Source: an optimization exercise on an open RTL-to-GDS flow (aim: small area and a short achievable clock period). Production flows keep margins and buffers that such runs may drop. Where RTL was checked, it was by simulation tests only, not by an equivalence proof against the original. For run 2, only the layout was checked, not whether the RTL still works. Power figures rest on the tool's default switching activity, not on a simulated workload.

$ cat design/flow/flow/run.sh
#!/bin/bash
set -euo pipefail
here=$(cd "$(dirname "$0")" && pwd)
export BUFFER_PORTS_ARGS="-buffer_cell sky130_fd_sc_hd__buf_2"
export CTS_ARGS="-sink_clustering_enable -repair_clock_nets -dont_use_dummy_load -sink_clustering_size 20 -sink_clustering_max_diameter 80"
export PRE_IO_PLACEMENT_TCL="$here/io.tcl"
bash standard.sh > standard.log 2>&1
$ cat design/flow/flow/io.tcl
# Pin regions: the zero-latency fetch path (pc_in -> next_pc_out/hit/token) on
# the bottom edge, the update port on the top edge.
set fetch {hit token}
set upd {is_req_pc req_taken}
for {set b 0} {$b < 32} {incr b} {
  lappend fetch "pc_in\[$b\]" "next_pc_out\[$b\]"
  lappend upd "req_pc\[$b\]" "predict_target\[$b\]"
}
set_io_pin_constraint -pin_names $fetch -region bottom:*
set_io_pin_constraint -pin_names $upd -region top:*
$ cat design/flow/standard.sh
#!/bin/bash
# synth_recipe.tcl (not shown) runs the flow's synth.tcl, then flattens the netlist and writes it again
# the make line also repeats each setting of config.mk as NAME=value (left out here)
make -C /OpenROAD-flow-scripts/flow DESIGN_CONFIG=/design/flow/config.mk WORK_HOME=/design/flow/orfs CLKGATE_MAP_FILE= SYNTH_SCRIPT=/design/flow/synth_recipe.tcl "${@:-finish}"
$ cat design/flow/config.mk
export PLATFORM = sky130hd
export DESIGN_NAME = btb_sat
export DESIGN_NICKNAME = btb_sat
export VERILOG_FILES = /design/flow/design.v
export SDC_FILE = /design/flow/constraint.sdc
export NUM_CORES = 4
export LEC_CHECK = 0
export ABC_CLOCK_PERIOD_IN_PS = 4000
export CAP_MARGIN = 20
export CORE_MARGIN = 2
export CORE_UTILIZATION = 65
export SETUP_SLACK_MARGIN = 3.0
export SLEW_MARGIN = 20
$ cat design/flow/constraint.sdc
create_clock -name core_clock -period 8.0 [get_ports {clk}]
set_input_delay 1.6000 -clock core_clock [delete_from_list [all_inputs] [get_ports {clk}]]
set_output_delay 1.6000 -clock core_clock [all_outputs]
set_load 0.01 [all_outputs]
$ cat design/flow/design.v
module btb_sat #(
   parameter int ENTRIES  = 8,
   parameter int IDX_W    = 3,
   parameter int PC_W     = 32,
   parameter int CNT_W    = 2,
   parameter int CNT_INIT = 2
) (
   input  logic            clk,
   input  logic            reset,
   input  logic [PC_W-1:0] pc_in,
   output logic            hit,
   output logic            token,
   output logic [PC_W-1:0] next_pc_out,
   input  logic            is_req_pc,
   input  logic [PC_W-1:0] req_pc,
   input  logic [PC_W-1:0] predict_target,
   input  logic            req_taken,
   input  logic            flush
);
   logic [PC_W-1:0]  tag    [ENTRIES];
   logic [PC_W-1:0]  target [ENTRIES];
   logic [CNT_W-1:0] cnt    [ENTRIES];
   logic [IDX_W-1:0] ptr;
   logic             full;
   logic [ENTRIES-1:0] valid;
   logic [ENTRIES-1:0] f_match;
   logic [ENTRIES-1:0] f_sel;
   logic [ENTRIES-1:0] u_match;
   logic               u_hit;
   logic               alloc;
   logic [PC_W-1:0]    f_target;
   always_comb begin
      for (int i = 0; i < ENTRIES; i++) begin
         valid[i]   = full || (ptr > IDX_W'(i));
         f_match[i] = valid[i] && (tag[i] == pc_in);
         f_sel[i]   = f_match[i] && cnt[i][CNT_W-1];
         u_match[i] = valid[i] && (tag[i] == req_pc);
      end
   end
   assign u_hit = |u_match;
   assign alloc = is_req_pc && req_taken && !u_hit;
   always_comb begin
      f_target = '0;
      for (int i = 0; i < ENTRIES; i++) begin
         f_target = f_target | ({PC_W{f_sel[i]}} & target[i]);
      end
   end
   assign hit         = |f_match;
   assign token       = |f_sel;
   assign next_pc_out = token ? f_target : pc_in;
   always_ff @(posedge clk) begin
      if (reset || flush) begin
         ptr  <= '0;
         full <= 1'b0;
      end else if (alloc) begin
         ptr <= ptr + IDX_W'(1);
         if (ptr == IDX_W'(ENTRIES - 1)) begin
            full <= 1'b1;
         end
      end
   end
   always_ff @(posedge clk) begin
      for (int i = 0; i < ENTRIES; i++) begin
         if (is_req_pc) begin
            if (u_match[i]) begin
               if (req_taken) begin
                  tag[i]    <= req_pc;
                  target[i] <= predict_target;
                  if (cnt[i] != '1) cnt[i] <= cnt[i] + CNT_W'(1);
               end else begin
                  if (cnt[i] != '0) cnt[i] <= cnt[i] - CNT_W'(1);
               end
            end else if (alloc && ptr == IDX_W'(i)) begin
               tag[i]    <= req_pc;
               target[i] <= predict_target;
               cnt[i]    <= CNT_W'(CNT_INIT);
            end
         end
      end
   end
endmodule
==> flow_metrics.env, run 1 <==
export IMPL_outcome="finished clean"
export IMPL_port_buffer_count=134
export IMPL_cp_start_kind="input pin"
export IMPL_leakage_nw=9.70
export IMPL_hpwlAfterDp_mm=57.4
export IMPL_grt_pass1_vias=16400
export IMPL_track_usage_pct=45.7
export IMPL_vias=17200
export IMPL_hold_path_end="cnt[5][0]"
export IMPL_use_met3_pct=9.42
export IMPL_clockRootBuffer="clkbuf_16"
export IMPL_nets=2028
export IMPL_fin_area_mm2=0.0294
export IMPL_p_seq_share_pct=60.7
export IMPL_total_power_w=0.00510
export IMPL_dieArea_mm2=0.0397
export IMPL_die_h_um=199
export IMPL_core_mm2=0.0376
export IMPL_ir_worst_vdd_v=0.000181
export IMPL_netlist_top_cells_area="edfxtp_1, xor2_1, xnor2_1"
export IMPL_top_level_ports=135
export IMPL_fin_worst_skew_ns=0.0557
export IMPL_grt_max_degree=65
export IMPL_synth_seq_cells=532
export IMPL_drv_cap=0
export IMPL_holdPathStages=1
export IMPL_place_area_mm2=0.0260
export IMPL_cts_sinks=532
export IMPL_cts_max_level=1
export IMPL_path_clk_slew_ns=0.06
export IMPL_areaGrowthSynthToFinish_pct=18.8
export IMPL_crit_type="input pin to output port"
export IMPL_ys_seq_area_share_pct=64.3
export IMPL_setup_violations=0
export IMPL_tritoncts="yes"
export IMPL_yosys_area_top_type_share_pct=64.0
export IMPL_crit_required_ns=6.40
export IMPL_grt_antenna_before_repair=4
export IMPL_syn_nets=1817
export IMPL_synth_area_mm2=0.0248
export IMPL_route_detailed_drc=0
export IMPL_cts_max_path_buffers=3
export IMPL_postRouteWirelength_mm=90.8
export IMPL_drv_slew=0
export IMPL_drtIter0Drc=2644
export IMPL_r2r_end="tag[3][31]"
export IMPL_grt_use_met2_pct=71.5
export IMPL_regToRegSetupSlack_ns=3.42
export IMPL_power_density_mw_per_mm2=173
export IMPL_relSlewSlack_pct=27.0
export IMPL_met1_usage_pct=54.4
export IMPL_drive_above_1_share_pct=22.7
export IMPL_p_sw_share_pct=23.1
export IMPL_postRouteAntennaNets=0
export IMPL_r2r_start="ptr[0]"
export IMPL_comb_power_share_pct=9.2
export IMPL_pwr_share_clk_pct=30.1
export IMPL_post_synth_inst_count=1710
export IMPL_synth_area_leader_cell="edfxtp_1"
export IMPL_wl_per_cell_um=37.3
export IMPL_hp_class="flip-flop to flip-flop"
export IMPL_cts_buffers=31
export IMPL_die_w_um=199
export IMPL_fmax_ghz=0.175
export IMPL_hold_violations=0
export IMPL_worst_slew_pin_transition_ns=1.09
export IMPL_synth_cell_types=47
export IMPL_num_rows=71
export IMPL_place_congestion=1.01
export IMPL_start_util_pct=66.0
export IMPL_synth_edf_count=528
export IMPL_reg2reg_depth=11
export IMPL_dr_pass1_iters=8
export IMPL_rsz0062_at_grt="yes"
export IMPL_synth_main_ff_cell="edfxtp_1"
export IMPL_grt_overflow=0
export IMPL_fin_crit_sh_pct=71.3
export IMPL_period_needed_ns=5.70
export IMPL_cp_arrival_ns=4.10
export IMPL_ys_async_sr_fraction_pct=0
export IMPL_top_usage_layer="met2"
export IMPL_clock_latency_ns=0.62
export IMPL_syn_avg_cell_area_um2=14.5
export IMPL_p_switching_w=0.00118
export IMPL_p_int_w=0.00392
export IMPL_worstHoldStart="cnt[5][0]"
export IMPL_path_max_fanout=15
export IMPL_grt_pass1_wl_mm=123
export IMPL_fin_tns_setup_ns=0
export IMPL_avgViaCountPerCell=7.06
export IMPL_endpoint_kind="output port"
export IMPL_yosysWarnings=4
==> power groups by stage <==
stage	logic (W)	clock network [W]	registers, W
2_1_floorplan	0.000209	0	0.00315
3_3_place_gp	0.000383	0	0.00316
3_5_place_dp	0.000386	0	0.00316
4_1_cts	0.000432	0.00153	0.00310
5_1_grt	0.000473	0.00162	0.00310
6_report	0.000467	0.00154	0.00310
==> metal layers <==
metal | share of wire [%] | wire, um
met5 | 0 | 0
met3 | 11 | 9970
met2 | 46 | 41800
met4 | 11 | 9780
met1 | 32 | 29200
==> how the worst max path moves through the flow <==
stage	to	slack (ns)	cells after the start	startpoint
2_1_floorplan	next_pc_out[11]	2.96	9	pc_in[29]
3_3_place_gp	next_pc_out[4]	1.36	11	pc_in[22]
3_5_place_dp	next_pc_out[4]	1.30	11	pc_in[22]
4_1_cts	next_pc_out[24]	2.42	14	pc_in[10]
5_1_grt	next_pc_out[11]	2.27	12	pc_in[23]
6_report	next_pc_out[18]	2.30	14	pc_in[10]
==> area by class of cell <==
| type | count | area (um2) |
|---|---|---|
| Inverter | 9 | 33.8 |
| Fill cell | 2223 | 8130 |
| Antenna cell | 4 | 10.0 |
| Clock buffer | 31 | 776 |
| Multi-Input combinational cell | 1071 | 9230 |
| Tap cell | 511 | 639 |
| Timing Repair Buffer | 276 | 2820 |
| Sequential cell | 532 | 15900 |
==> repair_timing <==
item	4_1_cts	5_1_grt
endpoints found under the setup margin	145	508
hold endpoints to repair	0	0
pin swaps	45	30
setup buffers	64	25
gates resized for setup	240	60
cloned	17	3
hold buffers	0	0
==> cells by family after synthesis <==
logic type      after synthesis  share of synthesized area (%)
flops                       532                           64.3
xor+xnor                    529                           18.7
simple gates                339                           8.14
compound gates              191                           6.06
buf+inv                     112                           2.48
fa+ha+maj                     6                          0.303
mux                           1                         0.0404
==> worst max-delay path, stage by stage <==
cell and delay [ns]:
buf_12 0.11, buf_12 0.15, xor2_1 0.16, nor4_2 0.43, nand3_2 0.16, nor4_4 0.33, buf_6 0.21, buf_12 0.14
buf_16 0.17, buf_4 0.14, a221oi_2 0.07, nand4_1 0.12, o21a_1 0.15, buf_2 0.13
==> registers in the layout (all words and copies together), names as in the netlist <==
name	flops
tag	256
target	256
cnt	16
ptr	3
full	1
==> cells in the final DEF (no fill, tap or decap), drive strengths merged, types with 4 or more instances in the layout <==
cell type	count
ha	6
diode	4
xor2	343
buf	271
and4	6
nand3	30
nand4	83
or3	7
o21ai	5
a22oi	65
a221oi	32
a22o	33
o21a	33
dfxtp	4
and3	7
nor4	102
nand2	48
nor2	21
nand2b	6
edfxtp	528
clkbuf	34
xnor2	186
o21bai	4
a21boi	10
nor3	19
inv	9
==> cell usage after synthesis (6+ instances only) <==
cell and count:
a22oi_1 65, buf_4 29, o21a_1 33, xnor2_1 186
buf_2 62, inv_1 9, a22o_1 33, nor4_1 96
nand2_1 42, nor2_1 21, clkbuf_1 11, or3_1 7
nand4_1 83, a21boi_1 10, a221oi_1 32, and3_1 7
nor3_1 19, nand2b_1 6, and4_1 6, xor2_1 343
ha_1 6, nand3_1 30, edfxtp_1 528
==> metrics by stage <==
stage / hold WS, ns / std cells / setup slack [ns] / utilization [%]
4_1_cts: 0.625 / 2402 / 2.42 / 76.7
3_3_place_gp: 0.600 / 2290 / 1.36 / 69.1
3_5_place_dp: 0.613 / 2290 / 1.30 / 69.1
2_1_floorplan: 0.557 / 1710 / 2.96 / -
6_report: 0.622 / 2434 / 2.30 / 78.4
5_1_grt: 0.651 / 2433 / 2.27 / 78.4
==> run 2: changes to the inputs <==
--- a/design/flow/design.v
+++ b/design/flow/design.v
@@ -19,5 +19,5 @@
 );
    logic [PC_W-1:0]  tag    [ENTRIES];
-   logic [PC_W-1:0]  target [ENTRIES];
+   logic [PC_W-1:0]  tdiff  [ENTRIES];   
    logic [CNT_W-1:0] cnt    [ENTRIES];
    logic [IDX_W-1:0] ptr;
@@ -29,5 +29,6 @@
    logic               u_hit;
    logic               alloc;
-   logic [PC_W-1:0]    f_target;
+   logic [PC_W-1:0]    f_tdiff;
+   logic [PC_W-1:0]    new_tdiff;
    always_comb begin
       for (int i = 0; i < ENTRIES; i++) begin
@@ -41,12 +42,13 @@
    assign alloc = is_req_pc && req_taken && !u_hit;
    always_comb begin
-      f_target = '0;
+      f_tdiff = '0;
       for (int i = 0; i < ENTRIES; i++) begin
-         f_target = f_target | ({PC_W{f_sel[i]}} & target[i]);
+         f_tdiff = f_tdiff | ({PC_W{f_sel[i]}} & tdiff[i]);
       end
    end
    assign hit         = |f_match;
    assign token       = |f_sel;
-   assign next_pc_out = token ? f_target : pc_in;
+   assign next_pc_out = pc_in ^ f_tdiff;
+   assign new_tdiff   = predict_target ^ req_pc;
    always_ff @(posedge clk) begin
       if (reset || flush) begin
@@ -66,5 +68,5 @@
                if (req_taken) begin
                   tag[i]    <= req_pc;
-                  target[i] <= predict_target;
+                  tdiff[i]  <= new_tdiff;
                   if (cnt[i] != '1) cnt[i] <= cnt[i] + CNT_W'(1);
                end else begin
@@ -73,5 +75,5 @@
             end else if (alloc && ptr == IDX_W'(i)) begin
                tag[i]    <= req_pc;
-               target[i] <= predict_target;
+               tdiff[i]  <= new_tdiff;
                cnt[i]    <= CNT_W'(CNT_INIT);
             end
==> design/flow/flow/run.sh (replaced) <==
#!/bin/bash
set -euo pipefail
export BUFFER_PORTS_ARGS="-buffer_cell sky130_fd_sc_hd__buf_2"
export CTS_ARGS="-sink_clustering_enable -repair_clock_nets -dont_use_dummy_load -sink_clustering_size 20 -sink_clustering_max_diameter 80"
bash standard.sh > standard.log 2>&1
removed: design/flow/flow/io.tcl
==> flow_metrics.env, run 2 <==
export IMPL_drv_slew=0
export IMPL_synth_cell_types=50
export IMPL_postRouteWirelength_mm=92.2
export IMPL_layout_common_cells="edfxtp_1, xor2_1, xnor2_1"
export IMPL_cp_top_family="simple AND/OR/NAND/NOR gates"
export IMPL_port_buffer_count=134
export IMPL_fin_crit_sh_pct=69.3
export IMPL_clockRootBuffer="clkbuf_16"
export IMPL_path_max_fanout=9
export IMPL_track_usage_pct=44.4
export IMPL_drive_above_1_share_pct=27.5
export IMPL_ys_async_sr_fraction_pct=0
export IMPL_drtIter0Drc=2970
export IMPL_hpwlAfterDp_mm=49.4
export IMPL_grt_pass1_wl_mm=125
export IMPL_multi_input_area_mm2=0.0104
export IMPL_die_h_um=201
export IMPL_final_common_cell="edfxtp_1"
export IMPL_regToRegSetupSlack_ns=3.72
export IMPL_cp_start_kind="input pin"
export IMPL_num_fill_cells=2106
export IMPL_yosys_area_top_type_share_pct=62.9
export IMPL_top_regs="tag: 256 flops, tdiff: 256 flops, cnt: 16 flops"
export IMPL_instances_no_fill=2490
export IMPL_pwr_share_clk_pct=31.4
export IMPL_grt_pass1_vias=16800
export IMPL_p_seq_share_pct=58.5
export IMPL_path_clk_slew_ns=0.08
export IMPL_cp_endpoint="next_pc_out[11]"
export IMPL_post_synth_inst_count=1756
export IMPL_p_int_w=0.00405
export IMPL_hold_violations=0
export IMPL_synthTopCellsByCount="edfxtp_1, xor2_1, nor4_1, xnor2_1, nand3_1"
export IMPL_synth_edf_count=528
export IMPL_fin_area_mm2=0.0311
export IMPL_cts_max_path_buffers=3
export IMPL_cts_sinks=532
export IMPL_areaGrowthSynthToFinish_pct=23.2
export IMPL_nets=2081
export IMPL_synth_seq_cells=532
export IMPL_avgViaCountPerCell=7.18
export IMPL_placedCellCount=2336
export IMPL_yosysMostFrequentCell="edfxtp_1"
export IMPL_rsz0062_at_grt="yes"
export IMPL_fin_worst_skew_ns=0.0652
export IMPL_crit_type="input pin to output port"
export IMPL_worstHoldStart="full"
export IMPL_netlist_top_cells_area="edfxtp_1, xor2_1, nor4_1"
export IMPL_relSlewSlack_pct=28.2
export IMPL_place_congestion=0.944
export IMPL_synth_area_mm2=0.0252
export IMPL_cts_max_level=2
export IMPL_synth_area_leader_cell="edfxtp_1"
export IMPL_r2r_start="ptr[1]"
export IMPL_route_detailed_drc=0
export IMPL_leakage_nw=10.7
export IMPL_clock_latency_ns=0.58
export IMPL_crit_buf_inv=5
export IMPL_power_density_mw_per_mm2=172
export IMPL_postRouteAntennaNets=0
export IMPL_endpoint_kind="output port"
export IMPL_grt_max_degree=65
export IMPL_r2r_end="tdiff[4][9]"
export IMPL_cp_arrival_ns=3.94
export IMPL_grt_antenna_before_repair=0
export IMPL_setup_violations=0
export IMPL_die_w_um=201
export IMPL_path_cells="buf_8, xor2_2, nor4_4, nand2_2, nor4_4, buf_6, buf_4, buf_12, a22o_1, a221oi_2, nand3_1, xor2_2, buf_2"
export IMPL_cts_buffers=35
export IMPL_hp_class="flip-flop to flip-flop"
export IMPL_fin_tns_setup_ns=0
export IMPL_ys_seq_area_share_pct=63.2
export IMPL_tritoncts="yes"
export IMPL_worst_slew_pin_transition_ns=1.08
export IMPL_place_area_mm2=0.0266
export IMPL_p_switching_w=0.00128
export IMPL_start_util_pct=65.6
export IMPL_syn_avg_cell_area_um2=14.4
export IMPL_synth_main_ff_cell="edfxtp_1"
export IMPL_period_needed_ns=5.54
export IMPL_num_rows=72
export IMPL_comb_power_share_pct=10.0
export IMPL_dr_pass1_iters=6
export IMPL_wl_per_cell_um=37.0
export IMPL_reg2reg_depth=12
export IMPL_path_depth=13
export IMPL_outcome="finished clean"
export IMPL_yosysWarnings=4
export IMPL_n_antenna_cell=0
export IMPL_syn_nets=1863
export IMPL_vias=17900
export IMPL_fmax_ghz=0.180
export IMPL_p_sw_share_pct=23.9
export IMPL_ir_worst_vdd_v=0.000196
export IMPL_top_level_ports=135
export IMPL_grt_overflow=0
export IMPL_critPathMaxStageDelay_ns=0.47
export IMPL_crit_start="pc_in[5]"
export IMPL_regArea_mm2=0.0159
export IMPL_dieArea_mm2=0.0404
export IMPL_drv_cap=0
export IMPL_fin_hold_ws_ns=0.597
export IMPL_crit_required_ns=6.40
export IMPL_crit_path_top_delay_cell="nor4_4"
export IMPL_core_mm2=0.0385
[run 2: cell types whose count changed in the layout (fill, tap and decap cells not counted), sizes merged, moves of 6 or more]
cell,previous run,this run
buf,271,239
xor2,343,506
nor4,102,140
nand3,30,70
nand4,83,38
xnor2,186,87
nand2b,6,0
clkbuf,34,68
and3,7,1
o21a,33,0
[run 2: worst min-delay path by stage]
stage,endpoint,slack [ns],cells past startpoint
after floorplan,full,0.54,2
final,full,0.60,2
after global routing,full,0.64,2
after global placement,full,0.58,2
after detailed placement,full,0.58,2
after CTS,full,0.60,2
[run 2: power by group through the flow]
stage	Sequential, W	Clock [W]	Combinational (W)
floorplan	0.00318	0	0.000253
global placement	0.00318	0	0.000417
detailed placement	0.00318	0	0.000420
CTS	0.00312	0.00166	0.000477
global route	0.00312	0.00174	0.000542
finish	0.00312	0.00167	0.000535
[run 2: per-stage QoR]
step | power (W) | setup slack, ns | utilization (%)
after floorplan | 0.00343 | 2.95 | -
after global placement | 0.00360 | 1.61 | 69.1
after detailed placement | 0.00360 | 1.57 | 69.1
after CTS | 0.00526 | 2.51 | 78.2
after global routing | 0.00541 | 2.45 | 80.8
final | 0.00533 | 2.46 | 80.8
[run 2: cells by family after synthesis]
| logic type | synth area share [%] |
|---|---|
| adders and majority gates | 0.298 |
| AOI/OAI and AO/OA | 4.85 |
| buffers and inverters | 2.53 |
| DFF | 63.2 |
| xor gates and xnor gates | 20.6 |
| and+or+nand+nor | 8.51 |
| muxes | 0.0397 |
[run 2: worst reg2reg max path: stages (launching register included)]
cell and delay, ns:
dfxtp_1 0.39, inv_1 0.16, ha_1 0.21, nor3b_2 0.40, nor4_1 0.13, nand4_1 0.16
and4b_4 0.24, or4_4 0.50, nor4_4 0.36, buf_4 0.20, nand4b_2 0.15, a21boi_4 0.15
buf_4 0.81
[run 2: cell type report]
cell class,instances,share of cell area [%]
Clock buffer,35,2.82
Inverter,11,0.133
Multi-Input combinational cell,1121,33.4
Sequential cell,532,51.3
Tap cell,518,2.09
Timing Repair Buffer,273,10.3
[run 2: routing by layer]
| layer | track usage (%) | wire [um] |
|---|---|---|
| met5 | 0 | 0 |
| met3 | 15.4 | 15800 |
| met2 | 62.6 | 39000 |
| met1 | 61.6 | 32100 |
| met4 | 22.7 | 5330 |
[run 2: what timing repair did]
action / CTS / global route
cloned: 23 / 5
gates resized for setup: 268 / 132
hold endpoints to repair: 0 / 0
pin swaps: 78 / 87
buffers inserted: 70 / 21
setup endpoints to repair: 471 / 401
hold buffers: 0 / 0
==> run 3: changes to the inputs <==
--- a/design/flow/design.v
+++ b/design/flow/design.v
@@ -19,5 +19,5 @@
 );
    logic [PC_W-1:0]  tag    [ENTRIES];
-   logic [PC_W-1:0]  tdiff  [ENTRIES];   
+   logic [PC_W-1:0]  target [ENTRIES];
    logic [CNT_W-1:0] cnt    [ENTRIES];
    logic [IDX_W-1:0] ptr;
@@ -29,6 +29,5 @@
    logic               u_hit;
    logic               alloc;
-   logic [PC_W-1:0]    f_tdiff;
-   logic [PC_W-1:0]    new_tdiff;
+   logic [PC_W-1:0]    f_target;
    always_comb begin
       for (int i = 0; i < ENTRIES; i++) begin
@@ -42,13 +41,12 @@
    assign alloc = is_req_pc && req_taken && !u_hit;
    always_comb begin
-      f_tdiff = '0;
+      f_target = '0;
       for (int i = 0; i < ENTRIES; i++) begin
-         f_tdiff = f_tdiff | ({PC_W{f_sel[i]}} & tdiff[i]);
+         f_target = f_target | ({PC_W{f_sel[i]}} & target[i]);
       end
    end
    assign hit         = |f_match;
    assign token       = |f_sel;
-   assign next_pc_out = pc_in ^ f_tdiff;
-   assign new_tdiff   = predict_target ^ req_pc;
+   assign next_pc_out = token ? f_target : pc_in;
    always_ff @(posedge clk) begin
       if (reset || flush) begin
@@ -68,5 +66,5 @@
                if (req_taken) begin
                   tag[i]    <= req_pc;
-                  tdiff[i]  <= new_tdiff;
+                  target[i] <= predict_target;
                   if (cnt[i] != '1) cnt[i] <= cnt[i] + CNT_W'(1);
                end else begin
@@ -75,5 +73,5 @@
             end else if (alloc && ptr == IDX_W'(i)) begin
                tag[i]    <= req_pc;
-               tdiff[i]  <= new_tdiff;
+               target[i] <= predict_target;
                cnt[i]    <= CNT_W'(CNT_INIT);
             end
==> design/flow/flow/run.sh (replaced) <==
#!/bin/bash
set -euo pipefail
export BUFFER_PORTS_ARGS="-buffer_cell sky130_fd_sc_hd__buf_2"
export CTS_ARGS="-sink_clustering_enable -repair_clock_nets -dont_use_dummy_load -sink_clustering_size 20 -sink_clustering_max_diameter 80"
PLATFORM_DONT_USE="sky130_fd_sc_hd__probe_p_8 sky130_fd_sc_hd__probec_p_8 sky130_fd_sc_hd__lpflow_bleeder_1 sky130_fd_sc_hd__lpflow_clkbufkapwr_1 sky130_fd_sc_hd__lpflow_clkbufkapwr_16 sky130_fd_sc_hd__lpflow_clkbufkapwr_2 sky130_fd_sc_hd__lpflow_clkbufkapwr_4 sky130_fd_sc_hd__lpflow_clkbufkapwr_8 sky130_fd_sc_hd__lpflow_clkinvkapwr_1 sky130_fd_sc_hd__lpflow_clkinvkapwr_16 sky130_fd_sc_hd__lpflow_clkinvkapwr_2 sky130_fd_sc_hd__lpflow_clkinvkapwr_4 sky130_fd_sc_hd__lpflow_clkinvkapwr_8 sky130_fd_sc_hd__lpflow_decapkapwr_12 sky130_fd_sc_hd__lpflow_decapkapwr_3 sky130_fd_sc_hd__lpflow_decapkapwr_4 sky130_fd_sc_hd__lpflow_decapkapwr_6 sky130_fd_sc_hd__lpflow_decapkapwr_8 sky130_fd_sc_hd__lpflow_inputiso0n_1 sky130_fd_sc_hd__lpflow_inputiso0p_1 sky130_fd_sc_hd__lpflow_inputiso1n_1 sky130_fd_sc_hd__lpflow_inputiso1p_1 sky130_fd_sc_hd__lpflow_inputisolatch_1 sky130_fd_sc_hd__lpflow_isobufsrc_1 sky130_fd_sc_hd__lpflow_isobufsrc_16 sky130_fd_sc_hd__lpflow_isobufsrc_2 sky130_fd_sc_hd__lpflow_isobufsrc_4 sky130_fd_sc_hd__lpflow_isobufsrc_8 sky130_fd_sc_hd__lpflow_isobufsrckapwr_16 sky130_fd_sc_hd__lpflow_lsbuf_lh_hl_isowell_tap_1 sky130_fd_sc_hd__lpflow_lsbuf_lh_hl_isowell_tap_2 sky130_fd_sc_hd__lpflow_lsbuf_lh_hl_isowell_tap_4 sky130_fd_sc_hd__lpflow_lsbuf_lh_isowell_4 sky130_fd_sc_hd__lpflow_lsbuf_lh_isowell_tap_1 sky130_fd_sc_hd__lpflow_lsbuf_lh_isowell_tap_2 sky130_fd_sc_hd__lpflow_lsbuf_lh_isowell_tap_4"
EXTRA_DONT_USE="sky130_fd_sc_hd__nor4_1 sky130_fd_sc_hd__nor4_2 sky130_fd_sc_hd__nor4_4 sky130_fd_sc_hd__nor4b_1 sky130_fd_sc_hd__nor4b_2 sky130_fd_sc_hd__nor4b_4 sky130_fd_sc_hd__nor4bb_1 sky130_fd_sc_hd__nor4bb_2 sky130_fd_sc_hd__nor4bb_4 sky130_fd_sc_hd__a2111oi_0 sky130_fd_sc_hd__a2111oi_1 sky130_fd_sc_hd__a2111oi_2 sky130_fd_sc_hd__a2111oi_4 sky130_fd_sc_hd__a2111o_1 sky130_fd_sc_hd__a2111o_2 sky130_fd_sc_hd__a2111o_4 sky130_fd_sc_hd__or4_1 sky130_fd_sc_hd__or4_2 sky130_fd_sc_hd__or4_4 sky130_fd_sc_hd__or4b_1 sky130_fd_sc_hd__or4b_2 sky130_fd_sc_hd__or4b_4 sky130_fd_sc_hd__or4bb_1 sky130_fd_sc_hd__or4bb_2 sky130_fd_sc_hd__or4bb_4"
bash standard.sh "DONT_USE_CELLS=$PLATFORM_DONT_USE $EXTRA_DONT_USE" finish > standard.log 2>&1
==> flow_metrics.env, run 3 <==
export IMPL_syn_avg_cell_area_um2=14.6
export IMPL_synth_cell_types=49
export IMPL_port_buffer_count=134
export IMPL_dr_pass1_iters=8
export IMPL_p_switching_w=0.00116
export IMPL_cts_sinks=532
export IMPL_instances_no_fill=2379
export IMPL_hp_class="flip-flop to flip-flop"
export IMPL_grt_overflow=0
export IMPL_cts_max_level=1
export IMPL_core_mm2=0.0378
export IMPL_areaGrowthSynthToFinish_pct=15.6
export IMPL_yosysWarnings=4
export IMPL_ir_worst_vdd_v=0.000202
export IMPL_nets=1977
export IMPL_path_max_fanout=16
export IMPL_pwr_share_clk_pct=30.3
export IMPL_synthTopCellsByCount="edfxtp_1, xnor2_1, nand4_1, buf_2, a22oi_1"
export IMPL_crit_type="input pin to output port"
export IMPL_rsz0062_at_grt="yes"
export IMPL_grt_pass1_wl_mm=116
export IMPL_top_regs="tag: 256 flops, target: 256 flops, cnt: 16 flops"
export IMPL_path_depth=11
export IMPL_place_congestion=0.960
export IMPL_start_util_pct=66.3
export IMPL_fin_worst_skew_ns=0.0326
export IMPL_dieArea_mm2=0.0402
export IMPL_crit_required_ns=6.40
export IMPL_clockRootBuffer="clkbuf_16"
export IMPL_path_clk_slew_ns=0.08
export IMPL_avgViaCountPerCell=6.98
export IMPL_cp_start_kind="input pin"
export IMPL_final_common_cell="edfxtp_1"
export IMPL_p_seq_share_pct=60.6
export IMPL_synth_seq_cells=532
export IMPL_outcome="finished clean"
export IMPL_drtIter0Drc=2313
export IMPL_cp_arrival_ns=3.81
export IMPL_ys_async_sr_fraction_pct=0
export IMPL_cp_top_family="simple AND/OR/NAND/NOR gates"
export IMPL_die_w_um=200
export IMPL_synth_area_mm2=0.0251
export IMPL_netlist_top_cells_area="edfxtp_1, xnor2_1, nand4_1"
export IMPL_grt_antenna_before_repair=2
export IMPL_synth_edf_count=528
export IMPL_leakage_nw=8.93
export IMPL_n_antenna_cell=0
export IMPL_fmax_ghz=0.185
export IMPL_crit_path_top_delay_cell="and4bb_1"
export IMPL_r2r_end="target[1][8]"
export IMPL_ys_seq_area_share_pct=63.6
export IMPL_grt_pass1_vias=16300
export IMPL_worst_slew_pin_transition_ns=1.16
export IMPL_cts_buffers=31
export IMPL_total_power_w=0.00510
export IMPL_crit_buf_inv=3
export IMPL_setup_violations=0
export IMPL_postRouteWirelength_mm=83.2
export IMPL_syn_nets=1827
export IMPL_tritoncts="yes"
export IMPL_die_h_um=200
export IMPL_holdBufCountCts=0
export IMPL_r2r_start="ptr[0]"
export IMPL_comb_power_share_pct=9.1
export IMPL_p_int_w=0.00395
export IMPL_fin_crit_sh_pct=67.6
export IMPL_critPathMaxStageDelay_ns=0.30
export IMPL_wl_per_cell_um=35.0
export IMPL_route_detailed_drc=0
export IMPL_fin_tns_setup_ns=0
export IMPL_crit_start="pc_in[28]"
export IMPL_period_needed_ns=5.41
export IMPL_hold_violations=0
export IMPL_drive_above_1_share_pct=19.3
export IMPL_placedCellCount=2276
export IMPL_relSlewSlack_pct=23.0
export IMPL_cts_max_path_buffers=3
export IMPL_reg2reg_depth=13
export IMPL_post_synth_inst_count=1720
export IMPL_hpwlAfterDp_mm=48.2
export IMPL_cpMostUsedCell="nand4_1"
export IMPL_utilization_pct=76.6
export IMPL_yosysMostFrequentCell="edfxtp_1"
export IMPL_grt_max_degree=65
export IMPL_track_usage_pct=40.8
export IMPL_drv_slew=0
export IMPL_p_sw_share_pct=22.7
export IMPL_path_cells="buf_16, xnor2_1, nand4_1, and4bb_1, and4_4, buf_12, a22o_1, a221oi_2, nand4_1, o21a_1, buf_2"
export IMPL_top_level_ports=135
export IMPL_regToRegSetupSlack_ns=3.68
export IMPL_endpoint_kind="output port"
export IMPL_num_fill_cells=2288
export IMPL_clock_latency_ns=0.61
export IMPL_drv_cap=0
export IMPL_vias=16600
export IMPL_yosys_area_top_type_share_pct=63.2
export IMPL_postRouteAntennaNets=0
export IMPL_num_rows=71
export IMPL_cp_endpoint="next_pc_out[21]"
export IMPL_synth_main_ff_cell="edfxtp_1"
export IMPL_fin_hold_ws_ns=0.629
export IMPL_synth_area_leader_cell="edfxtp_1"
export IMPL_layout_common_cells="edfxtp_1, xnor2_1, nand4_1"
export IMPL_power_density_mw_per_mm2=176
[run 3: cell count changes in the layout (fill, tap and decap cells not counted), moves of 27 or more]
cell and change:
a22oi_2 -30, clkbuf_4 -27, nor4_1 -76, nor4_2 -41, buf_2 +28, xnor2_1 +395, o21a_1 +33, nand4_1 +105
nand2_1 -30, a22oi_1 +27, xor2_1 -423, xor2_2 -57, and4_1 +28, nor2_1 +27
[run 3: final cells by class]
cell class | instances | area (um2) | area share (%)
sequential | 532 | 15900 | 55.0
multi-input combinational | 1072 | 9100 | 31.4
timing repair buffer | 224 | 2510 | 8.66
clock buffer | 31 | 776 | 2.68
tap | 511 | 639 | 2.20
inverter | 9 | 33.8 | 0.116
[run 3: how the worst min path moves through the flow]
stage                         start         to  slack (ns)  cells past startpoint
final                     cnt[2][0]  cnt[2][0]        0.63                      1
after global routing      cnt[2][0]  cnt[2][0]        0.65                      1
after CTS                 cnt[2][0]  cnt[2][0]        0.63                      1
after detailed placement  cnt[2][0]  cnt[2][0]        0.62                      1
after global placement    cnt[4][0]  cnt[4][0]        0.61                      1
after floorplan                full       full        0.56                      2
[run 3: logic make-up (layout without fill, tap and decap cells)]
logic type / Yosys count / in the layout / share of synthesized area (%)
fa+ha+maj: 6 / 6 / 0.299
xor+xnor: 529 / 529 / 18.5
flops: 532 / 532 / 63.6
compound gates: 187 / 189 / 6.46
simple gates: 348 / 348 / 8.59
buf+inv: 118 / 264 / 2.62
[run 3: what timing repair did]
action	in CTS	in global routing
buffers inserted	42	8
gates resized for setup	231	23
gates cloned	16	5
setup endpoints to repair	137	162
pin swaps	39	27
endpoints found under the hold margin	0	0
[run 3: worst reg2reg max path: stages, from the launching register on]
cell and delay (ns):
dfxtp_1 0.59, ha_1 0.28, ha_1 0.20, inv_1 0.05, a41oi_1 0.20, buf_4 0.19
nor3_1 0.07, nand4_1 0.33, nand3_1 0.20, nor3_4 0.41, buf_4 0.21, nand4_1 0.17
a21boi_4 0.16, buf_4 0.78
[run 3: stage by stage]
| step | worst slack, ns | area [um2] |
|---|---|---|
| 2_1_floorplan | 1.94 | 25100 |
| 3_3_place_gp | 1.90 | 26000 |
| 3_5_place_dp | 1.91 | 26000 |
| 4_1_cts | 2.70 | 28600 |
| 5_1_grt | 2.59 | 29000 |
| 6_report | 2.59 | 29000 |
[run 3: layer usage]
layer | global-route usage (%) | vias to the layer above | wire, um
li1 | - | 6758 | -
met4 | 25.7 | 4 | 6170
met1 | 54.0 | 8303 | 29400
met5 | 0 | - | 27
met2 | 63.8 | 1267 | 38400
met3 | 6.83 | 272 | 9210
[run 3: power groups by stage]
stage	Clock [W]	Combinational, W	Sequential, W
2_1_floorplan	0	0.000226	0.00316
3_3_place_gp	0	0.000388	0.00316
3_5_place_dp	0	0.000391	0.00316
4_1_cts	0.00154	0.000443	0.00309
5_1_grt	0.00163	0.000475	0.00309
6_report	0.00155	0.000464	0.00309
==> run 4: changes to the inputs <==
==> design/flow/flow/run.sh (replaced) <==
#!/bin/bash
set -euo pipefail
export BUFFER_PORTS_ARGS="-buffer_cell sky130_fd_sc_hd__buf_2"
export CTS_ARGS="-sink_clustering_enable -repair_clock_nets -dont_use_dummy_load -sink_clustering_size 20 -sink_clustering_max_diameter 80"
PLATFORM_DONT_USE="sky130_fd_sc_hd__probe_p_8 sky130_fd_sc_hd__probec_p_8 sky130_fd_sc_hd__lpflow_bleeder_1 sky130_fd_sc_hd__lpflow_clkbufkapwr_1 sky130_fd_sc_hd__lpflow_clkbufkapwr_16 sky130_fd_sc_hd__lpflow_clkbufkapwr_2 sky130_fd_sc_hd__lpflow_clkbufkapwr_4 sky130_fd_sc_hd__lpflow_clkbufkapwr_8 sky130_fd_sc_hd__lpflow_clkinvkapwr_1 sky130_fd_sc_hd__lpflow_clkinvkapwr_16 sky130_fd_sc_hd__lpflow_clkinvkapwr_2 sky130_fd_sc_hd__lpflow_clkinvkapwr_4 sky130_fd_sc_hd__lpflow_clkinvkapwr_8 sky130_fd_sc_hd__lpflow_decapkapwr_12 sky130_fd_sc_hd__lpflow_decapkapwr_3 sky130_fd_sc_hd__lpflow_decapkapwr_4 sky130_fd_sc_hd__lpflow_decapkapwr_6 sky130_fd_sc_hd__lpflow_decapkapwr_8 sky130_fd_sc_hd__lpflow_inputiso0n_1 sky130_fd_sc_hd__lpflow_inputiso0p_1 sky130_fd_sc_hd__lpflow_inputiso1n_1 sky130_fd_sc_hd__lpflow_inputiso1p_1 sky130_fd_sc_hd__lpflow_inputisolatch_1 sky130_fd_sc_hd__lpflow_isobufsrc_1 sky130_fd_sc_hd__lpflow_isobufsrc_16 sky130_fd_sc_hd__lpflow_isobufsrc_2 sky130_fd_sc_hd__lpflow_isobufsrc_4 sky130_fd_sc_hd__lpflow_isobufsrc_8 sky130_fd_sc_hd__lpflow_isobufsrckapwr_16 sky130_fd_sc_hd__lpflow_lsbuf_lh_hl_isowell_tap_1 sky130_fd_sc_hd__lpflow_lsbuf_lh_hl_isowell_tap_2 sky130_fd_sc_hd__lpflow_lsbuf_lh_hl_isowell_tap_4 sky130_fd_sc_hd__lpflow_lsbuf_lh_isowell_4 sky130_fd_sc_hd__lpflow_lsbuf_lh_isowell_tap_1 sky130_fd_sc_hd__lpflow_lsbuf_lh_isowell_tap_2 sky130_fd_sc_hd__lpflow_lsbuf_lh_isowell_tap_4"
EXTRA_DONT_USE="sky130_fd_sc_hd__nor4_1 sky130_fd_sc_hd__nor4_2 sky130_fd_sc_hd__nor4_4 sky130_fd_sc_hd__nor4b_1 sky130_fd_sc_hd__nor4b_2 sky130_fd_sc_hd__nor4b_4 sky130_fd_sc_hd__nor4bb_1 sky130_fd_sc_hd__nor4bb_2 sky130_fd_sc_hd__nor4bb_4"
bash standard.sh "DONT_USE_CELLS=$PLATFORM_DONT_USE $EXTRA_DONT_USE" finish > standard.log 2>&1
--- a/design/flow/config.mk
+++ b/design/flow/config.mk
@@ -10,4 +10,4 @@
 export CORE_MARGIN = 2
 export CORE_UTILIZATION = 65
-export SETUP_SLACK_MARGIN = 3.0
+export SETUP_SLACK_MARGIN = 3.5
 export SLEW_MARGIN = 20
==> flow_metrics.env, run 4 <==
export IMPL_wl_per_cell_um=35.7
export IMPL_tritoncts="yes"
export IMPL_clock_latency_ns=0.58
export IMPL_outcome="finished clean"
export IMPL_core_mm2=0.0378
export IMPL_fin_worst_skew_ns=0.0627
export IMPL_relSlewSlack_pct=44.9
export IMPL_route_detailed_drc=0
export IMPL_r2r_start="ptr[0]"
export IMPL_syn_avg_cell_area_um2=14.7
export IMPL_crit_type="input pin to output port"
export IMPL_synth_edf_count=528
export IMPL_cpMostUsedCell="buf_6"
export IMPL_leakage_nw=9.07
export IMPL_setup_slack_ns=2.59
export IMPL_synth_main_ff_cell="edfxtp_1"
export IMPL_drv_slew=0
export IMPL_regToRegSetupSlack_ns=4.34
export IMPL_worst_slew_pin_transition_ns=0.827
export IMPL_path_max_fanout=6
export IMPL_track_usage_pct=42.3
export IMPL_grt_pass1_wl_mm=119
export IMPL_hp_class="flip-flop to flip-flop"
export IMPL_postRouteWirelength_mm=84.8
export IMPL_fin_crit_sh_pct=67.6
export IMPL_place_congestion=0.962
export IMPL_vias=16800
export IMPL_layout_common_cells="edfxtp_1, xnor2_1, nand4_1"
export IMPL_ir_worst_vdd_v=0.000214
export IMPL_die_w_um=200
export IMPL_grt_antenna_before_repair=3
export IMPL_areaGrowthSynthToFinish_pct=17.0
export IMPL_netlist_top_cells_area="edfxtp_1, xnor2_1, nand4_1"
export IMPL_avgViaCountPerCell=7.08
export IMPL_drtIter0Drc=2368
export IMPL_r2r_end="tag[2][4]"
export IMPL_num_rows=71
export IMPL_dieArea_mm2=0.0401
export IMPL_cp_start_kind="input pin"
export IMPL_drv_cap=0
export IMPL_period_needed_ns=5.41
export IMPL_fmax_ghz=0.185
export IMPL_port_buffer_count=134
export IMPL_fin_hold_ws_ns=0.589
export IMPL_cts_buffers=34
export IMPL_hpwlAfterDp_mm=47.4
export IMPL_post_synth_inst_count=1704
export IMPL_grt_overflow=0
export IMPL_cts_sinks=532
export IMPL_hold_path_end="full"
export IMPL_holdPathStages=2
export IMPL_top_level_ports=135
export IMPL_worstHoldStart="full"
export IMPL_drive_above_1_share_pct=21.6
export IMPL_path_cells="buf_16, xnor2_2, nand4_1, buf_6, a2111oi_4, and4_4, a2111oi_4, buf_6, buf_6, nand3_4, buf_12, nand4_1, o21a_1, buf_2"
export IMPL_top_regs="tag: 256 flops, target: 256 flops, cnt: 16 flops"
export IMPL_yosysWarnings=4
export IMPL_syn_nets=1811
export IMPL_crit_required_ns=6.40
export IMPL_dr_pass1_iters=5
export IMPL_nets=1972
export IMPL_synth_area_leader_cell="edfxtp_1"
export IMPL_synth_seq_cells=532
export IMPL_cts_max_level=2
export IMPL_grt_max_degree=65
export IMPL_yosysMostFrequentCell="edfxtp_1"
export IMPL_synthTopCellsByCount="edfxtp_1, xnor2_1, nand4_1, a22oi_1, buf_2"
export IMPL_endpoint_kind="output port"
export IMPL_cts_max_path_buffers=3
export IMPL_die_h_um=200
export IMPL_final_common_cell="edfxtp_1"
export IMPL_hold_violations=0
export IMPL_crit_buf_inv=6
export IMPL_ys_seq_area_share_pct=63.7
export IMPL_synth_cell_types=54
export IMPL_setup_violations=0
export IMPL_power_density_mw_per_mm2=178
export IMPL_crit_path_top_delay_cell="a2111oi_4"
export IMPL_pre_cts_ws_ns=1.57
export IMPL_rsz0062_at_grt="yes"
export IMPL_fin_tns_setup_ns=0
export IMPL_synth_area_mm2=0.0250
export IMPL_clockRootBuffer="clkbuf_16"
export IMPL_start_util_pct=66.2
export IMPL_cp_top_family="buffers and inverters"
export IMPL_reg2reg_depth=8
export IMPL_yosys_area_top_type_share_pct=63.4
export IMPL_postRouteAntennaNets=0
export IMPL_grt_pass1_vias=16400
export IMPL_holdBufCountCts=0
export IMPL_critPathMaxStageDelay_ns=0.33
export IMPL_cp_arrival_ns=3.81
export IMPL_path_clk_slew_ns=0.07
export IMPL_ys_async_sr_fraction_pct=0
-- run 4: cell types whose count changed after synthesis, sizes merged, moves of 6 or more --
cell,previous run,this run
a2111oi,0,7
and4,42,34
nand3,24,17
nor2,50,43
xnor2,510,504
xor2,19,25
-- run 4: cells by family (layout without fill, tap and decap cells) --
| family | Yosys count | in the layout | synth area share (%) |
|---|---|---|---|
| simple gates | 325 | 329 | 8.24 |
| compound gates | 195 | 199 | 6.24 |
| fa+ha+maj | 6 | 6 | 0.300 |
| xor+xnor | 529 | 529 | 18.5 |
| buf+inv | 116 | 267 | 2.92 |
| other cells | 0 | 1 | 0 |
| mux | 1 | 1 | 0.0400 |
| flops | 532 | 532 | 63.7 |
-- run 4: area by class of cell --
| cell class | count | area (um2) |
|---|---|---|
| Inverter | 7 | 26.3 |
| Antenna cell | 1 | 2.50 |
| Timing Repair Buffer | 226 | 2450 |
| Clock buffer | 34 | 851 |
| Fill cell | 2217 | 8510 |
| Multi-Input combinational cell | 1064 | 9340 |
| Tap cell | 511 | 639 |
| Sequential cell | 532 | 15900 |
-- run 4: how the worst max path moves through the flow --
stage / slack, ns / start / cells past startpoint / end
after CTS: 2.66 / pc_in[10] / 13 / next_pc_out[27]
after floorplan: 2.97 / pc_in[9] / 11 / next_pc_out[1]
final: 2.59 / pc_in[15] / 14 / next_pc_out[31]
after detailed placement: 1.57 / pc_in[4] / 10 / next_pc_out[21]
after global placement: 1.66 / pc_in[4] / 9 / next_pc_out[8]
after global routing: 2.53 / pc_in[14] / 14 / next_pc_out[20]
-- run 4: power by group --
group          total [W]  switching, W  leakage [nW]  internal [W]
logic           0.000475      0.000283          3.81      0.000192
clock network    0.00165      0.000891         0.419      0.000758
registers        0.00309     0.0000131          4.84       0.00308
total            0.00522       0.00119          9.07       0.00403
-- run 4: timing repair --
| action | 4_1_cts | 5_1_grt |
|---|---|---|
| resized for setup | 272 | 36 |
| gates cloned | 20 | 1 |
| endpoints found under the setup margin | 521 | 510 |
| pin swaps | 34 | 14 |
| buffers inserted | 50 | 15 |
-- run 4: tightest hold or removal path, stage by stage, from the launching register on --
cell and delay (ns):
dfxtp_1 0.35, a31oi_1 0.15, nor3_1 0.05
-- run 4: routing by layer --
metal  vias up  part of all wire [%]  GRT usage [%]
met2      1366                    46           64.6
met1      8379                    35           54.8
li1       6746                     -              -
met5         -                 0.038              0
met3       315                    12           8.41
met4         4                   7.8           30.1
-- run 4: through the flow --
step / instance area (um2) / instances / total power, W / utilization [%]
floorplan: 25400 / 1704 / 0.00340 / -
global placement: 25900 / 2254 / 0.00354 / 68.5
detailed placement: 25900 / 2254 / 0.00354 / 68.5
CTS: 28900 / 2358 / 0.00519 / 76.5
global route: 29200 / 2374 / 0.00532 / 77.5
finish: 29200 / 2375 / 0.00522 / 77.5
==> run 5: changes to the inputs <==
--- a/design/flow/config.mk
+++ b/design/flow/config.mk
@@ -10,4 +10,4 @@
 export CORE_MARGIN = 2
 export CORE_UTILIZATION = 65
-export SETUP_SLACK_MARGIN = 3.5
+export SETUP_SLACK_MARGIN = 2.0
 export SLEW_MARGIN = 20
==> flow_metrics.env, run 5 <==
export IMPL_period_needed_ns=5.99
export IMPL_syn_avg_cell_area_um2=14.7
export IMPL_die_h_um=200
export IMPL_route_detailed_drc=0
export IMPL_power_density_mw_per_mm2=191
export IMPL_setup_violations=0
export IMPL_tritoncts="yes"
export IMPL_port_buffer_count=134
export IMPL_cts_sinks=532
export IMPL_dr_pass1_iters=5
export IMPL_leakage_nw=8.01
export IMPL_cts_buffers=34
export IMPL_path_clk_slew_ns=0.08
export IMPL_synth_area_leader_cell="edfxtp_1"
export IMPL_fin_worst_skew_ns=0.0731
export IMPL_final_common_cell="edfxtp_1"
export IMPL_place_congestion=0.988
export IMPL_cts_max_level=2
export IMPL_drtIter0Drc=1962
export IMPL_fin_tns_setup_ns=0
export IMPL_p_int_w=0.00397
export IMPL_synth_area_mm2=0.0250
export IMPL_nets=1899
export IMPL_clockRootBuffer="clkbuf_16"
export IMPL_syn_nets=1811
export IMPL_grt_pass1_vias=15700
export IMPL_drv_slew=0
export IMPL_synth_cell_types=54
export IMPL_clock_latency_ns=0.58
export IMPL_top_level_ports=135
export IMPL_crit_type="input pin to output port"
export IMPL_relSlewSlack_pct=23.8
export IMPL_path_max_fanout=16
export IMPL_p_switching_w=0.00117
export IMPL_comb_power_share_pct=7.9
export IMPL_core_mm2=0.0378
export IMPL_worst_slew_pin_transition_ns=1.14
export IMPL_hp_class="flip-flop to flip-flop"
export IMPL_grt_antenna_before_repair=5
export IMPL_ys_seq_area_share_pct=63.7
export IMPL_p_sw_share_pct=22.7
export IMPL_top_regs="tag: 256 flops, target: 256 flops, cnt: 16 flops"
export IMPL_pwr_share_clk_pct=31.9
export IMPL_areaGrowthSynthToFinish_pct=7.80
export IMPL_endpoint_kind="output port"
export IMPL_yosysMostFrequentCell="edfxtp_1"
export IMPL_cts_max_path_buffers=3
export IMPL_outcome="finished clean"
export IMPL_postRouteAntennaNets=0
export IMPL_fin_crit_sh_pct=74.8
export IMPL_cp_arrival_ns=4.39
export IMPL_grt_pass1_wl_mm=113
export IMPL_netlist_top_cells_area="edfxtp_1, xnor2_1, nand4_1"
export IMPL_drive_above_1_share_pct=13.5
export IMPL_layout_common_cells="edfxtp_1, xnor2_1, nand4_1"
export IMPL_hold_violations=0
export IMPL_vias=15900
export IMPL_synthTopCellsByCount="edfxtp_1, xnor2_1, nand4_1, a22oi_1, buf_2"
export IMPL_ir_worst_vdd_v=0.000217
export IMPL_crit_required_ns=6.40
export IMPL_synth_edf_count=528
export IMPL_ys_async_sr_fraction_pct=0
export IMPL_postRouteWirelength_mm=79.4
export IMPL_die_w_um=200
export IMPL_yosys_area_top_type_share_pct=63.4
export IMPL_rsz0062_at_grt="no"
export IMPL_utilization_pct=71.4
export IMPL_avgViaCountPerCell=6.90
export IMPL_synth_seq_cells=532
export IMPL_num_rows=71
export IMPL_track_usage_pct=40.0
export IMPL_synth_main_ff_cell="edfxtp_1"
export IMPL_drv_cap=0
export IMPL_fmax_ghz=0.167
export IMPL_grt_overflow=0
export IMPL_wl_per_cell_um=34.5
export IMPL_cp_start_kind="input pin"
export IMPL_dieArea_mm2=0.0401
export IMPL_p_seq_share_pct=60.2
export IMPL_start_util_pct=66.2
export IMPL_hpwlAfterDp_mm=50.5
export IMPL_yosysWarnings=4
export IMPL_post_synth_inst_count=1704
export IMPL_grt_max_degree=65
run 5: power groups by stage:
stage          Sequential, W  Combinational [W]  Clock [W]
6_report             0.00309           0.000406    0.00164
5_1_grt              0.00309           0.000420    0.00172
4_1_cts              0.00309           0.000395    0.00164
3_5_place_dp         0.00316           0.000392          0
3_3_place_gp         0.00316           0.000390          0
2_1_floorplan        0.00316           0.000228          0
run 5: what timing repair did:
item	4_1_cts	5_1_grt
endpoints found under the hold margin	0	0
endpoints found under the setup margin	32	32
resized for setup	20	10
gates cloned	4	0
hold buffers	0	0
buffers inserted	3	1
pin swaps	4	1
run 5: logic make-up after synthesis:
kind of cell / after synthesis / share of synthesized area [%]
buf+inv: 116 / 2.92
mux: 1 / 0.0400
simple gates: 325 / 8.24
fa+ha+maj: 6 / 0.300
xor+xnor: 529 / 18.5
compound gates: 195 / 6.24
flops: 532 / 63.7
run 5: through the flow:
step / setup WS (ns) / power (W) / instance area [um2] / hold WS, ns / cells
final: 2.01 / 0.00514 / 27000 / 0.598 / 2303
after global routing: 2.00 / 0.00524 / 27000 / 0.636 / 2301
after CTS: 2.01 / 0.00513 / 26900 / 0.594 / 2299
after detailed placement: 1.51 / 0.00355 / 25800 / 0.586 / 2258
after global placement: 1.56 / 0.00355 / 25800 / 0.566 / 2258
after floorplan: 2.06 / 0.00338 / 25000 / 0.529 / 1704
run 5: final cells by class:
class                   count  area, um2
multi-input cells        1060       8570
repair buffers            157        930
diodes                      2       5.00
well taps                 511        639
fillers                  2551      10800
flip-flops and latches    532      15900
inverters                   7       26.3
clock buffers              34        851
run 5: routing by layer:
layer | GRT usage [%] | wire length, um | up-vias
met1 | 53.2 | 29000 | 7992
met3 | 7.91 | 8750 | 230
met5 | 0 | 38 | -
met2 | 61.5 | 36100 | 1095
met4 | 24.5 | 5550 | 6
li1 | - | - | 6574
run 5: worst paths after layout:
path	start	endpoint	slack, ns	cells past startpoint
max	pc_in[3]	next_pc_out[21]	2.01	11
max reg2reg	ptr[1]	tag[2][23]	3.62	9
min	full	full	0.60	2
min reg2reg	full	full	0.60	2
run 5: worst max-delay path, stage by stage:
cell       delay (ns)
buf_2            0.43
xnor2_2          0.24
nand4_1          0.13
nor2_1           0.50
and4_4           0.37
a2111oi_4        0.04
buf_4            0.20
nand3_4          0.30
nand4_1          0.19
o21a_1           0.18
buf_2            0.15
==> run 6: changes to the inputs <==
--- a/design/flow/config.mk
+++ b/design/flow/config.mk
@@ -10,4 +10,4 @@
 export CORE_MARGIN = 2
 export CORE_UTILIZATION = 65
-export SETUP_SLACK_MARGIN = 2.0
+export SETUP_SLACK_MARGIN = 2.8
 export SLEW_MARGIN = 20
==> flow_metrics.env, run 6 <==
export IMPL_outcome="finished clean"
export IMPL_crit_buf_inv=3
export IMPL_yosysWarnings=4
export IMPL_top_usage_layer="met2"
export IMPL_synth_edf_count=528
export IMPL_tritoncts="yes"
export IMPL_fin_area_mm2=0.0283
export IMPL_grt_max_degree=65
export IMPL_final_common_cell="edfxtp_1"
export IMPL_cts_max_path_buffers=3
export IMPL_core_mm2=0.0378
export IMPL_endpoint_kind="output port"
export IMPL_place_area_mm2=0.0258
export IMPL_avgViaCountPerCell=6.95
export IMPL_ir_worst_vdd_v=0.000182
export IMPL_critPathMaxStageDelay_ns=0.31
export IMPL_clockRootBuffer="clkbuf_16"
export IMPL_drive_above_1_share_pct=17.7
export IMPL_ys_seq_area_share_pct=63.7
export IMPL_syn_nets=1811
export IMPL_nets=1933
export IMPL_use_met3_pct=7.34
export IMPL_crit_type="input pin to output port"
export IMPL_hpwlAfterDp_mm=48.7
export IMPL_synthTopCellsByCount="edfxtp_1, xnor2_1, nand4_1, a22oi_1, buf_2"
export IMPL_power_density_mw_per_mm2=183
export IMPL_synth_cell_types=54
export IMPL_fin_crit_sh_pct=68.5
export IMPL_port_buffer_count=134
export IMPL_rsz0062_at_grt="yes"
export IMPL_postRouteAntennaNets=0
export IMPL_cts_buffers=34
export IMPL_hold_violations=0
export IMPL_grt_overflow=0
export IMPL_fin_worst_skew_ns=0.0388
export IMPL_leakage_nw=8.53
export IMPL_utilization_pct=74.9
export IMPL_crit_path_top_delay_cell="nor2_4"
export IMPL_areaGrowthSynthToFinish_pct=13.1
export IMPL_postRouteWirelength_mm=82.1
export IMPL_grt_use_met2_pct=63.4
export IMPL_total_power_w=0.00517
export IMPL_ys_async_sr_fraction_pct=0
export IMPL_synth_area_mm2=0.0250
export IMPL_worst_slew_pin_transition_ns=1.13
export IMPL_grt_pass1_vias=15900
export IMPL_grt_antenna_before_repair=0
export IMPL_synth_area_leader_cell="edfxtp_1"
export IMPL_cts_max_level=2
export IMPL_cp_arrival_ns=3.88
export IMPL_cts_sinks=532
export IMPL_die_w_um=200
export IMPL_die_h_um=200
export IMPL_top_regs="tag: 256 flops, target: 256 flops, cnt: 16 flops"
export IMPL_num_fill_cells=2334
export IMPL_period_needed_ns=5.48
export IMPL_fin_tns_setup_ns=0
export IMPL_syn_avg_cell_area_um2=14.7
export IMPL_path_cells="buf_6, xnor2_2, and4_1, and4bb_1, and4_4, nor2_4, nand3_4, buf_12, nand4_1, o21a_1, buf_2"
export IMPL_layout_common_cells="edfxtp_1, xnor2_1, nand4_1"
export IMPL_netlist_top_cells_area="edfxtp_1, xnor2_1, nand4_1"
export IMPL_clock_latency_ns=0.56
export IMPL_route_detailed_drc=0
export IMPL_post_synth_inst_count=1704
export IMPL_wl_per_cell_um=35.1
export IMPL_crit_required_ns=6.40
export IMPL_path_max_fanout=9
export IMPL_synth_seq_cells=532
export IMPL_path_clk_slew_ns=0.09
export IMPL_dr_pass1_iters=5
export IMPL_dieArea_mm2=0.0401
export IMPL_vias=16200
export IMPL_hp_class="flip-flop to flip-flop"
export IMPL_relSlewSlack_pct=24.4
export IMPL_fin_hold_ws_ns=0.581
export IMPL_drtIter0Drc=2136
export IMPL_place_congestion=0.985
export IMPL_num_rows=71
export IMPL_track_usage_pct=40.4
export IMPL_setup_violations=0
export IMPL_yosys_area_top_type_share_pct=63.4
export IMPL_start_util_pct=66.2
export IMPL_met1_usage_pct=52.4
export IMPL_cp_start_kind="input pin"
export IMPL_cp_top_family="simple AND/OR/NAND/NOR gates"
export IMPL_grt_pass1_wl_mm=115
export IMPL_drv_cap=0
export IMPL_synth_main_ff_cell="edfxtp_1"
export IMPL_drv_slew=0
export IMPL_fmax_ghz=0.182
export IMPL_yosysMostFrequentCell="edfxtp_1"
export IMPL_top_level_ports=135
run 6: path summary, 6_finish.rpt:
path / endpoint / slack [ns] / start / cells after the start
setup / recovery: next_pc_out[2] / 2.52 / pc_in[16] / 11
hold / removal: full / 0.58 / full / 2
setup reg to reg: target[2][20] / 3.49 / ptr[2] / 8
hold reg to reg: full / 0.58 / full / 2
run 6: per-stage QoR:
step                instances  setup WS, ns
floorplan                1704          2.91
global placement         2258          1.77
detailed placement       2258          1.65
CTS                      2314          2.56
global route             2335          2.48
finish                   2336          2.52
run 6: routing by layer:
layer	vias to the layer above	wire [um]
met1	8159	29000
met5	-	0
met3	248	8820
met4	0	5910
li1	6651	-
met2	1167	38300
run 6: tightest hold or removal path, stage by stage, from the launching register on:
cell and delay (ns):
dfxtp_1 0.35, a31oi_1 0.14, nor3_1 0.05
run 6: kinds of logic (layout without fill, tap and decap cells):
| logic type | Yosys count | count (layout) | synth area share [%] |
|---|---|---|---|
| AO/OA/AOI/OAI | 195 | 195 | 6.24 |
| other | 0 | 1 | 0 |
| XOR/XNOR | 529 | 529 | 18.5 |
| buffers and inverters | 116 | 233 | 2.92 |
| adder cells (fa/ha/maj) | 6 | 6 | 0.300 |
| AND/OR/NAND/NOR | 325 | 328 | 8.24 |
| multiplexers | 1 | 1 | 0.0400 |
| flip-flops | 532 | 532 | 63.7 |
run 6: report_power, final:
group          internal (W)  leakage (nW)  switching, W  total (W)
Combinational      0.000163          3.27      0.000276   0.000439
Sequential          0.00308          4.84     0.0000132    0.00309
Clock              0.000759         0.419      0.000874    0.00163
Total               0.00400          8.53       0.00116    0.00517
run 6: cell type report:
class	count	area (um2)	share of cell area [%]
timing repair buffer	192	1900	6.72
clock buffer	34	851	3.01
inverter	7	26.3	0.0929
multi-input combinational	1059	8930	31.6
tap	511	639	2.26
antenna	1	2.50	0.00885
sequential	532	15900	56.3
run 6: timing repair:
action	4_1_cts	5_1_grt
pin swaps	23	21
resized for setup	165	51
hold buffers	0	0
cloned	8	7
endpoints found under the setup margin	34	33
buffers inserted	14	14
==> run 7: changes to the inputs <==
--- a/design/flow/config.mk
+++ b/design/flow/config.mk
@@ -10,4 +10,4 @@
 export CORE_MARGIN = 2
 export CORE_UTILIZATION = 65
-export SETUP_SLACK_MARGIN = 2.8
+export SETUP_SLACK_MARGIN = 3.0
 export SLEW_MARGIN = 20
==> flow_metrics.env, run 7 <==
export IMPL_final_common_cell="edfxtp_1"
export IMPL_cts_max_level=2
export IMPL_netlist_top_cells_area="edfxtp_1, xnor2_1, nand4_1"
export IMPL_grt_overflow=0
export IMPL_track_usage_pct=41.0
export IMPL_clock_latency_ns=0.57
export IMPL_synth_area_mux_share_pct=0.0400
export IMPL_total_power_w=0.00520
export IMPL_syn_nets=1811
export IMPL_layout_common_cells="edfxtp_1, xnor2_1, nand4_1"
export IMPL_yosys_area_top_type_share_pct=63.4
export IMPL_fin_worst_skew_ns=0.0447
export IMPL_relSlewSlack_pct=29.0
export IMPL_post_synth_inst_count=1704
export IMPL_hpwlAfterDp_mm=48.1
export IMPL_tritoncts="yes"
export IMPL_comb_power_share_pct=8.9
export IMPL_areaGrowthSynthToFinish_pct=15.6
export IMPL_core_mm2=0.0378
export IMPL_num_fill_cells=2316
export IMPL_cp_start_kind="input pin"
export IMPL_leakage_nw=8.85
export IMPL_hold_violations=0
export IMPL_setup_violations=0
export IMPL_synth_area_mm2=0.0250
export IMPL_cp_arrival_ns=3.81
export IMPL_synth_compound_area_share_pct=6.24
export IMPL_fmax_ghz=0.185
export IMPL_yosys_area_share_adder_pct=0.300
export IMPL_synth_main_ff_cell="edfxtp_1"
export IMPL_syn_avg_cell_area_um2=14.7
export IMPL_place_congestion=0.935
export IMPL_die_h_um=200
export IMPL_fin_tns_setup_ns=0
export IMPL_p_sw_share_pct=22.7
export IMPL_setup_slack_ns=2.59
export IMPL_crit_type="input pin to output port"
export IMPL_clockRootBuffer="clkbuf_16"
export IMPL_path_clk_slew_ns=0.09
export IMPL_synth_edf_count=528
export IMPL_route_detailed_drc=0
export IMPL_postRouteWirelength_mm=81.8
export IMPL_synth_simple_gate_area_share_pct=8.24
export IMPL_die_w_um=200
export IMPL_p_int_w=0.00402
export IMPL_ys_seq_area_share_pct=63.7
export IMPL_cts_buffers=34
export IMPL_top_regs="tag: 256 flops, target: 256 flops, cnt: 16 flops"
export IMPL_synth_seq_cells=532
export IMPL_drv_slew=0
export IMPL_grt_max_degree=65
export IMPL_fin_hold_ws_ns=0.590
export IMPL_pre_cts_ws_ns=1.67
export IMPL_endpoint_kind="output port"
export IMPL_avgViaCountPerCell=6.95
export IMPL_p_seq_share_pct=59.5
export IMPL_power_density_mw_per_mm2=180
export IMPL_yosysWarnings=4
export IMPL_dieArea_mm2=0.0401
export IMPL_top_level_ports=135
export IMPL_holdBufCountCts=0
export IMPL_dr_pass1_iters=6
export IMPL_synth_cell_types=54
export IMPL_drtIter0Drc=2180
export IMPL_grt_antenna_before_repair=1
export IMPL_nets=1959
export IMPL_port_buffer_count=134
export IMPL_wl_per_cell_um=34.7
export IMPL_drive_above_1_share_pct=19.8
export IMPL_crit_required_ns=6.40
export IMPL_hp_class="flip-flop to flip-flop"
export IMPL_regArea_mm2=0.0159
export IMPL_p_switching_w=0.00118
export IMPL_grt_pass1_vias=16400
export IMPL_path_max_fanout=9
export IMPL_pwr_share_clk_pct=31.6
export IMPL_synth_area_leader_cell="edfxtp_1"
export IMPL_synth_top_family_by_area="XOR/XNOR gates"
export IMPL_fin_crit_sh_pct=67.6
export IMPL_worst_slew_pin_transition_ns=1.06
export IMPL_outcome="finished clean"
export IMPL_num_rows=71
export IMPL_n_antenna_cell=0
export IMPL_ir_worst_vdd_v=0.000257
export IMPL_start_util_pct=66.2
export IMPL_multi_input_area_mm2=0.00916
export IMPL_vias=16400
export IMPL_grt_pass1_wl_mm=116
export IMPL_drv_cap=0
export IMPL_rsz0062_at_grt="yes"
export IMPL_synth_xor_area_share_pct=18.5
export IMPL_yosysMostFrequentCell="edfxtp_1"
export IMPL_period_needed_ns=5.41
export IMPL_ys_async_sr_fraction_pct=0
export IMPL_cts_max_path_buffers=3
export IMPL_cts_sinks=532
export IMPL_synthTopCellsByCount="edfxtp_1, xnor2_1, nand4_1, a22oi_1, buf_2"
export IMPL_postRouteAntennaNets=0
## run 7: cell counts after synthesis
No cell type changed its count.
## run 7: cells by family (layout without fill, tap and decap cells)
logic type | count (synthesis) | in the layout
flops | 532 | 532
simple gates | 325 | 326
buf+inv | 116 | 261
compound gates | 195 | 195
fa+ha+maj | 6 | 6
xor+xnor | 529 | 529
mux | 1 | 1
## run 7: layer usage
| metal | GRT usage (%) | vias to the layer above | part of all wire (%) |
|---|---|---|---|
| li1 | - | 6693 | - |
| met1 | 54.1 | 8291 | 36 |
| met2 | 63.6 | 1175 | 47 |
| met3 | 7.27 | 242 | 11 |
| met4 | 26.7 | 2 | 7.1 |
| met5 | 0 | - | 0.016 |
## run 7: power groups by stage
stage	logic [W]	registers [W]	clock network, W
finish	0.000460	0.00309	0.00164
global route	0.000474	0.00310	0.00172
CTS	0.000437	0.00309	0.00164
detailed placement	0.000387	0.00316	0
global placement	0.000385	0.00316	0
floorplan	0.000230	0.00315	0
## run 7: worst paths after layout
kind	start	end	slack, ns	cells after the start
worst max-delay path	pc_in[3]	next_pc_out[2]	2.59	13
worst min-delay path	full	full	0.59	2
worst max register to register	ptr[2]	target[4][11]	3.65	7
worst min register to register	full	full	0.59	2
## run 7: per-stage QoR
| stage | util (%) | instances | cell area (um2) |
|---|---|---|---|
| finish | 76.6 | 2361 | 28900 |
| global route | 76.6 | 2361 | 28900 |
| CTS | 75.6 | 2348 | 28600 |
| detailed placement | 68.5 | 2258 | 25900 |
| global placement | 68.5 | 2257 | 25900 |
| floorplan | - | 1704 | 25100 |
## run 7: critical path: stages
cell and delay (ns):
buf_12 0.16, xnor2_4 0.13, nand4_1 0.24, a2111oi_4 0.38, and4_4 0.29, buf_12 0.12
nor2_4 0.04, nand3_4 0.12, buf_12 0.16, buf_16 0.18, nand4_1 0.11, o21a_1 0.13
buf_2 0.14
## run 7: area by class of cell
class	count	share of cell area [%]
sequential	532	55.1
multi-input combinational	1057	31.7
timing repair buffer	220	7.95
clock buffer	34	2.94
tap	511	2.21
inverter	7	0.0909
## run 7: repair_timing
action                                  in CTS  in global routing
resized for setup                          247                 41
endpoints found under the setup margin      36                 42
cloned                                      11                  0
endpoints found under the hold margin        0                  0
setup buffers                               45                 13
pin swaps                                   38                 11

-- static timing again, ports no longer ideal --
The results above use ideal ports. As a check the final layouts listed here were re-extracted and re-timed, cells and wires unchanged.
Step 1 sets driving cells, clkbuf_16 on the clock port and buf_2 on the other inputs (assumed; they add their load-dependent delay and slew).
Step 2 times the ports against the registers' clock, not the clock port: input delays grow and output delays shrink by t, the midpoint of the rising clock arrivals with the driver on.
Slacks: ideal / step 1 / step 2; pairs: ideal / step 1.
| run | shift t [ns] | setup slack, ns | worst setup path at the end | worst data-port slew with drivers (ns) |
|---|---|---|---|---|
| run 1 | 0.657 | 2.296 / 2.244 / 2.244 | input to output | 0.15 |
| run 2 | 0.603 | 2.458 / 2.406 / 2.406 | input to output | 0.19 |
| run 3 | 0.659 | 2.590 / 2.506 / 2.446 | input to register | 0.18 |
| run 4 | 0.609 | 2.590 / 2.435 / 2.435 | input to output | 0.19 |
| run 5 | 0.609 | 2.015 / 1.988 / 1.988 | input to output | 0.06 |
| run 6 | 0.602 | 2.519 / 2.465 / 2.351 | input to register | 0.10 |
| run 7 | 0.608 | 2.592 / 2.514 / 2.514 | input to output | 0.11 |
After both steps setup and hold are still met in every run listed. The setup slack of run 6, which loses most, moves by -0.054 ns with the drivers and by -0.168 ns with both steps.
